Context: an optimization exercise on an open-source flow, tuned for small area, a short achievable clock period and few clock cycles. The choices shown serve that exercise and are no tape-out recipe.
Only simulation tests tie the RTL to the original design; equivalence was not proved.
Power is estimated from default activity; no workload was simulated.

--- flow/run.sh ---
#!/bin/bash
# synth_recipe.tcl (not shown) runs the flow's synth.tcl, then flattens the netlist and writes it again
# the make line also repeats each setting of config.mk as NAME=value (left out here)
make -C /OpenROAD-flow-scripts/flow DESIGN_CONFIG=/design/flow/config.mk WORK_HOME=/design/flow/orfs CLKGATE_MAP_FILE= SYNTH_SCRIPT=/design/flow/synth_recipe.tcl finish
--- flow/config.mk ---
export PLATFORM = sky130hd
export DESIGN_NAME = cpu_core
export DESIGN_NICKNAME = cpu_core
export VERILOG_FILES = /design/flow/design.v
export SDC_FILE = /design/flow/constraint.sdc
export NUM_CORES = 4
export LEC_CHECK = 0
export CAP_MARGIN = 20
export CORE_MARGIN = 2
export CORE_UTILIZATION = 55
export SETUP_SLACK_MARGIN = 4.5
export SLEW_MARGIN = 20
--- flow/constraint.sdc ---
create_clock -name core_clock -period 9.0 [get_ports {clk}]
set_input_delay 1.8000 -clock core_clock [delete_from_list [all_inputs] [get_ports {clk}]]
set_output_delay 1.8000 -clock core_clock [all_outputs]
set_load 0.01 [all_outputs]
--- flow/design.v ---
`timescale 1ns/10ps
`default_nettype none
module cpu_core (
    input  logic        clk,
    input  logic        arst_n,
    output logic [15:0] imem_addr,
    input  logic [31:0] imem_rdata,
    output logic [15:0] dmem_addr,
    output logic [15:0] dmem_wdata,
    output logic        dmem_we,
    output logic        dmem_re,
    input  logic [15:0] dmem_rdata
);
    logic        boot;         
    logic [15:0] fa;           
    logic        kill;         
    logic        zf, tf;
    logic [15:0] regs [16];
    logic        e_v, e_we, e_fl, e_ld, e_st;
    logic        e_sub, e_and, e_or, e_slt, e_pass;
    logic [3:0]  e_wa;
    logic [15:0] e_a, e_b, e_sd;
    logic [15:0] ar, wd;
    logic        we_r, rd_v;
    logic [3:0]  rd_rt;
    logic        wb_v;
    logic [3:0]  wb_rt;
    logic [15:0] bx, sum, res;
    logic        lt;
    assign bx  = e_b ^ {16{e_sub | e_slt}};
    assign sum = e_a + bx + {15'd0, e_sub | e_slt};
    assign lt  = (e_a[15] & ~e_b[15]) | (~(e_a[15] ^ e_b[15]) & sum[15]);
    always_comb begin
        if (e_pass)     res = e_b;
        else if (e_and) res = e_a & e_b;
        else if (e_or)  res = e_a | e_b;
        else if (e_slt) res = {15'd0, lt};
        else            res = sum;
    end
    logic e_wr, e_fw;
    assign e_wr = e_v && e_we;
    assign e_fw = e_v && e_fl;
    logic [5:0]  op;
    logic [3:0]  rs, rt, rd;
    logic [15:0] imm;
    logic [5:0]  fn;
    assign op  = imem_rdata[31:26];
    assign rs  = imem_rdata[25:22];
    assign rt  = imem_rdata[21:18];
    assign imm = imem_rdata[15:0];
    assign rd  = imm[15:12];
    assign fn  = imm[5:0];
    logic is_r, r_alu, r_jr, is_load, is_store, is_j, is_jal, is_br, is_lit, is_alui;
    assign is_r     = (op == 6'h00);
    assign r_alu    = is_r && (fn == 6'h20 || fn == 6'h22 || fn == 6'h24 || fn == 6'h25 || fn == 6'h2a);
    assign r_jr     = is_r && (fn == 6'h08);
    assign is_load  = (op == 6'h01);
    assign is_store = (op == 6'h02);
    assign is_j     = (op == 6'h03);
    assign is_jal   = (op == 6'h04);
    assign is_br    = (op == 6'h05) || (op == 6'h06) || (op == 6'h07) || (op == 6'h08);
    assign is_lit   = (op == 6'h09);
    assign is_alui  = (op == 6'h0a) || (op == 6'h0b) || (op == 6'h0c) || (op == 6'h0d);
    logic        d_we;
    logic [3:0]  d_wa;
    assign d_we = r_alu || is_alui || is_lit || is_jal;
    assign d_wa = is_r ? rd : (is_jal ? 4'd15 : rt);
    logic [15:0] rs_rf, rt_rf, rs_v, rt_v;
    always_comb begin
        rs_rf = '0;
        rt_rf = '0;
        for (int i = 0; i < 16; i++) begin
            rs_rf = rs_rf | (regs[i] & {16{rs == 4'(i)}});
            rt_rf = rt_rf | (regs[i] & {16{rt == 4'(i)}});
        end
    end
    always_comb begin
        if (e_wr && e_wa == rs)      rs_v = res;
        else if (wb_v && wb_rt == rs) rs_v = dmem_rdata;
        else                          rs_v = rs_rf;
        if (e_wr && e_wa == rt)      rt_v = res;
        else if (wb_v && wb_rt == rt) rt_v = dmem_rdata;
        else                          rt_v = rt_rf;
    end
    logic dv, haz, dexec;
    assign dv    = !boot && !kill && !rd_v;
    assign haz   = e_v && e_ld && (rs == e_wa || rt == e_wa || (d_we && d_wa == e_wa));
    assign dexec = dv && !haz;
    logic zf_c, tf_c, cond, taken, redirect;
    assign zf_c = e_fw ? (res == 16'd0) : zf;
    assign tf_c = e_fw ? res[0] : tf;
    always_comb begin
        case (op[1:0])
            2'b01:   cond = zf_c;     
            2'b10:   cond = !zf_c;    
            2'b11:   cond = tf_c;     
            default: cond = !tf_c;    
        endcase
    end
    assign taken    = is_br && cond;
    assign redirect = is_j || is_jal || r_jr || taken;
    logic [15:0] target;
    always_comb begin
        if (is_j)                target = imm;
        else if (is_jal || r_jr) target = rs_v;
        else                     target = fa + imm;      
    end
    logic [15:0] fa_next;
    logic        kill_next;
    always_comb begin
        kill_next = 1'b0;
        if (boot) begin
            fa_next   = 16'd0;
            kill_next = 1'b1;
        end else if (dexec && redirect) begin
            fa_next   = target;
            kill_next = 1'b1;
        end else if (dv && haz) begin
            fa_next   = fa - 16'd1;      
            kill_next = 1'b1;
        end else if (e_v && e_ld) begin
            fa_next   = fa;              
        end else begin
            fa_next   = fa + 16'd1;
        end
    end
    logic        rwe;
    logic [3:0]  rwa;
    logic [15:0] rwd;
    assign rwe = boot || wb_v || e_wr;
    assign rwa = wb_v ? wb_rt : e_wa;
    assign rwd = boot ? 16'd0 : (wb_v ? dmem_rdata : res);
    always_ff @(posedge clk) begin
        for (int i = 0; i < 16; i++) begin
            if (boot || (rwe && rwa == 4'(i))) regs[i] <= rwd;
        end
    end
    always_ff @(posedge clk or negedge arst_n) begin
        if (!arst_n) boot <= 1'b1;
        else         boot <= 1'b0;
    end
    always_ff @(posedge clk) begin
        fa   <= fa_next;
        kill <= kill_next;
        if (boot) begin
            zf <= 1'b0;
            tf <= 1'b0;
        end else if (e_fw) begin
            zf <= (res == 16'd0);
            tf <= res[0];
        end
        e_v    <= dexec;
        e_we   <= d_we;
        e_wa   <= d_wa;
        e_fl   <= r_alu || is_alui;
        e_ld   <= is_load;
        e_st   <= is_store;
        e_sub  <= is_r && fn == 6'h22;
        e_and  <= is_r ? fn == 6'h24 : op == 6'h0b;
        e_or   <= is_r ? fn == 6'h25 : op == 6'h0c;
        e_slt  <= is_r ? fn == 6'h2a : op == 6'h0d;
        e_pass <= is_lit || is_jal;
        e_a    <= rs_v;
        e_b    <= is_r ? rt_v : (is_jal ? fa : imm);
        e_sd   <= rt_v;
        ar    <= sum;
        wd    <= e_sd;
        we_r  <= e_v && e_st && !boot;
        rd_v  <= e_v && e_ld && !boot;
        rd_rt <= e_wa;
        wb_v  <= rd_v && !boot;
        wb_rt <= rd_rt;
    end
    assign imem_addr  = fa;
    assign dmem_addr  = ar;
    assign dmem_wdata = wd;
    assign dmem_we    = we_r;
    assign dmem_re    = rd_v;
endmodule
`default_nettype wire
==> run notes <==
## logic make-up after synthesis
family,Yosys count
DFF,381
other,1
buffers and inverters,157
xor gates and xnor gates,63
and+or+nand+nor,513
adders and majority gates,51
AOI/OAI and AO/OA,578
muxes,46
## final timing paths
kind,startpoint,to
worst max-delay path,imem_rdata[13],fa[14]$_SDFFE_PP0P_
worst min-delay path,e_sd[13]$_DFF_P_,wd[13]$_DFF_P_
worst max register to register,e_slt$_DFF_P_,fa[6]$_SDFFE_PP0P_
worst min register to register,e_sd[13]$_DFF_P_,wd[13]$_DFF_P_
max in group asynchronous,arst_n,boot$_DFF_PN1_
min in group asynchronous,arst_n,boot$_DFF_PN1_
## worst max-delay path, stage by stage
cell and delay (ns):
dlygate4sd2_1 0.45, inv_1 0.10, a221o_1 0.37, a221oi_2 0.34, nand3_2 0.17, a211oi_4 0.26
buf_12 0.16, inv_1 0.06, fa_2 0.36, nor2b_4 0.13, o21a_1 0.14, o21ai_1 0.07
nand2b_1 0.09, a31o_2 0.19, a41o_1 0.24, o41ai_4 0.09, o211ai_1 0.22, mux2i_1 0.22
nor3_1 0.06, mux2_4 0.27
## power by group through the flow
stage	Sequential (mW)	Clock (mW)	Combinational, mW
2_1_floorplan	2.50	0	0.599
3_3_place_gp	2.53	0	1.07
6_report	2.51	1.57	1.14
3_5_place_dp	2.53	0	1.08
4_1_cts	2.50	1.58	1.10
5_1_grt	2.53	1.64	1.21
## cell type report
class	instances	area (um2)
fill	2704	11800
sequential	381	10200
multi-input combinational	1252	8820
timing repair buffer	175	1670
clock buffer	44	1050
tap	455	569
clock inverter	31	193
inverter	50	188
antenna	2	5.00
## through the flow
| step | util | power, mW | hold WS, ns |
|---|---|---|---|
| after CTS | 0.654 | 5.17 | 0.322 |
| after global placement | 0.607 | 3.60 | 0.310 |
| after global routing | 0.658 | 5.38 | 0.327 |
| after floorplan | - | 3.09 | 0.310 |
| final | 0.658 | 5.21 | 0.321 |
| after detailed placement | 0.608 | 3.61 | 0.312 |
## registers in the layout (all words and copies together) (netlist names), 4 cells and up
| register | count |
|---|---|
| ar | 16 |
| e_sd | 16 |
| e_b | 16 |
| regs | 256 |
| wd | 16 |
| e_wa | 4 |
| fa | 16 |
| wb_rt | 4 |
| e_a | 16 |
| rd_rt | 4 |
## layer usage
layer	track usage	wire, um	part of all wire	vias to the layer above
met2	0.542	28800	0.42	1275
met1	0.538	27300	0.40	7891
met3	0.0961	9180	0.13	255
met4	0.171	3540	0.051	0
met5	0	0	0	-
li1	-	-	-	7142
## repair_timing
action                                  in CTS  in global routing
buffers inserted                            20                  2
hold buffers                                 0                  0
cloned                                       1                  0
gates resized for setup                     67                 49
pin swaps                                   28                 30
endpoints found under the setup margin      30                 77
## placed cells by master, fill, tap and decap left out, types with 6 or more instances in the layout
master / instances
buf_4: 67
o22ai_1: 14
o21ai_1: 7
xor2_1: 23
mux2i_1: 33
dlygate4sd2_1: 8
clkbuf_16: 41
nand2_1: 100
nand2b_1: 14
nor2b_1: 13
a211oi_1: 12
o21ai_0: 39
buf_12: 7
ha_1: 44
and2_1: 6
nand4_1: 28
a21o_1: 7
edfxtp_1: 256
xnor2_1: 39
nor4bb_4: 6
clkdlybuf4s50_1: 79
and3_1: 6
a22o_1: 59
a21oi_1: 138
nand3_1: 52
nor3_2: 12
dfxtp_1: 123
o21a_1: 7
nor3_1: 25
mux2_4: 9
or2_2: 6
clkinv_1: 9
inv_1: 48
a221oi_1: 61
o211ai_1: 14
clkinv_2: 9
nor2_1: 182
a22oi_1: 147
==> run notes <==
adder-cell share of the synthesized area=0.0345; Final GP Congestion=around 0.94; DR DRC count=0; Post-Synth Simple-Gate Area=0.130; cell count after synthesis=1,790; Rel. slew slack=0.219; ys async rst share=0.00262; area of the die=0.0364 mm2; Crit path required time=approximately 9.5 ns; pins over their slew limit=0; Crit Path Max Fanout=6; most frequent cell after synthesis=edfxtp_1; via count=~17,000; Min-Delay Path Depth=0; final hold violations=0; period utilization=0.594; starting density of the core=0.556; final wirelength=68,800 um; synth warn=2; Syn Area/Cell=10.7 um2; Layout area overhead=18.4%; Leakage=8.61 nW; switching power=1.63 mW; starting DRC count in detailed routing=~2,300; Die X=191 um; r2r setup slk=between 4 and 5 ns; RSZ-0062 raised after global routing=true; synth cell count leaders=256 x edfxtp_1, 188 x nor2_1, 147 x a22oi_1; antenna violations before repair=3; Rows=68; post-synthesis xor/xnor area fraction=0.0288; max cap viols=0; Reg2Reg Depth=17; DRT antenna net count=0; largest family of logic cells by synthesized area=compound AO/OA/AOI/OAI gates; pwr/cell area=230 mW/mm2; CP Launch Type=input port; Placed Area=roughly 0.021 mm2; Seq pwr share=0.481; buffer type at the clock tree root=clkbuf_16; min setup slack post-route=3.65 ns; Wirelength per Cell=28.8 um; Comb pwr share=0.218; Post-Layout Cell Count=2,390; Max Freq=0.187 GHz; share of layout cells above drive strength 1=0.137; VDD IR max=0.196 mV; Clock Tree Buf Depth=3; Synth top area share=0.401; #FFs+latches synth=381; crit path DAT=5.80 ns; Inst Count DP=2,290; setup tns final=0 ns; Port-buffer cells=97; Setup WS pre-CTS=1.89 ns; final instance area=0.0227 mm2; Post-synth EDFFs=256; clk latency of the worst-skew pair=around 0.57 ns; Total GRT Usage=0.378; Synth Cell Area=0.0192 mm2; Sw Ratio=0.313; first-pass GRT wire length=between 90,000 and 100,000 um; CTS tree=built; H-tree depth=2; # nets final=2,002; post-synthesis compound-gate area fraction=0.214; ranking of synthesized cells by area=edfxtp_1 40%, dfxtp_1 13%, a22oi_1 5.8%; Final Skew=roughly 0.017 ns; post-synthesis mux area share=0.0264; DRT Pass-1 Iters=8; outcome=timing/DRC/antenna clean; worst-margin pin slew=1.17 ns; Critical Path End Type=flip-flop; vias in the first global route=between 15,000 and 20,000; Clk pwr share=0.301; sequential area share after synthesis=0.532; Int Pwr=3.58 mW; total gr overflow=0; largest net degree at the start of global routing=47; clk slew on worst S/H paths=~0.07 ns; number of buffers created by CTS=41; Die Ht=191 um; top cell type by total area after synthesis=edfxtp_1; clock net sink count=~380; Main synth FF type=edfxtp_1; Finish-stage setup viols=0; core area=0.0345 mm2; hpwl dp=43,200 um; number of vias per cell=6.93; min Tclk post-route=5.35 ns; Synth Net Count=approximately 1,900; Hold Path Class=flip-flop to flip-flop; critical path type=input port to flip-flop; Synth cell types=98; I/O pin count=100
Testbench counts, summed over its fixed seeds: cycles 10,800.

-- what the ideal ports hide --
The results above use ideal ports. As a check the final layout listed here was re-extracted and re-timed, cells and wires unchanged. Step 1, drivers: a clkbuf_16 drives clk and a buf_2 each remaining input, both assumed. Step 2 adds t to the input delays and takes it off the output delays; t is the mean of the earliest and latest rising clock arrival at the registers after step 1. Input paths then give back, and output paths get back, about the clock's delay inside the block. Three values: ideal ports, drivers, drivers and shift; two values: the first two.
shift t [ns]: 0.620
setup slack, ns: 3.655 / 3.679 / 3.059
worst setup path after step 2: input to register
latest minus earliest clock arrival (ns): 0.018 / 0.018
After both steps this run still meets setup and hold. The setup slack of this run moves by +0.024 ns with the drivers and by -0.596 ns with both steps.
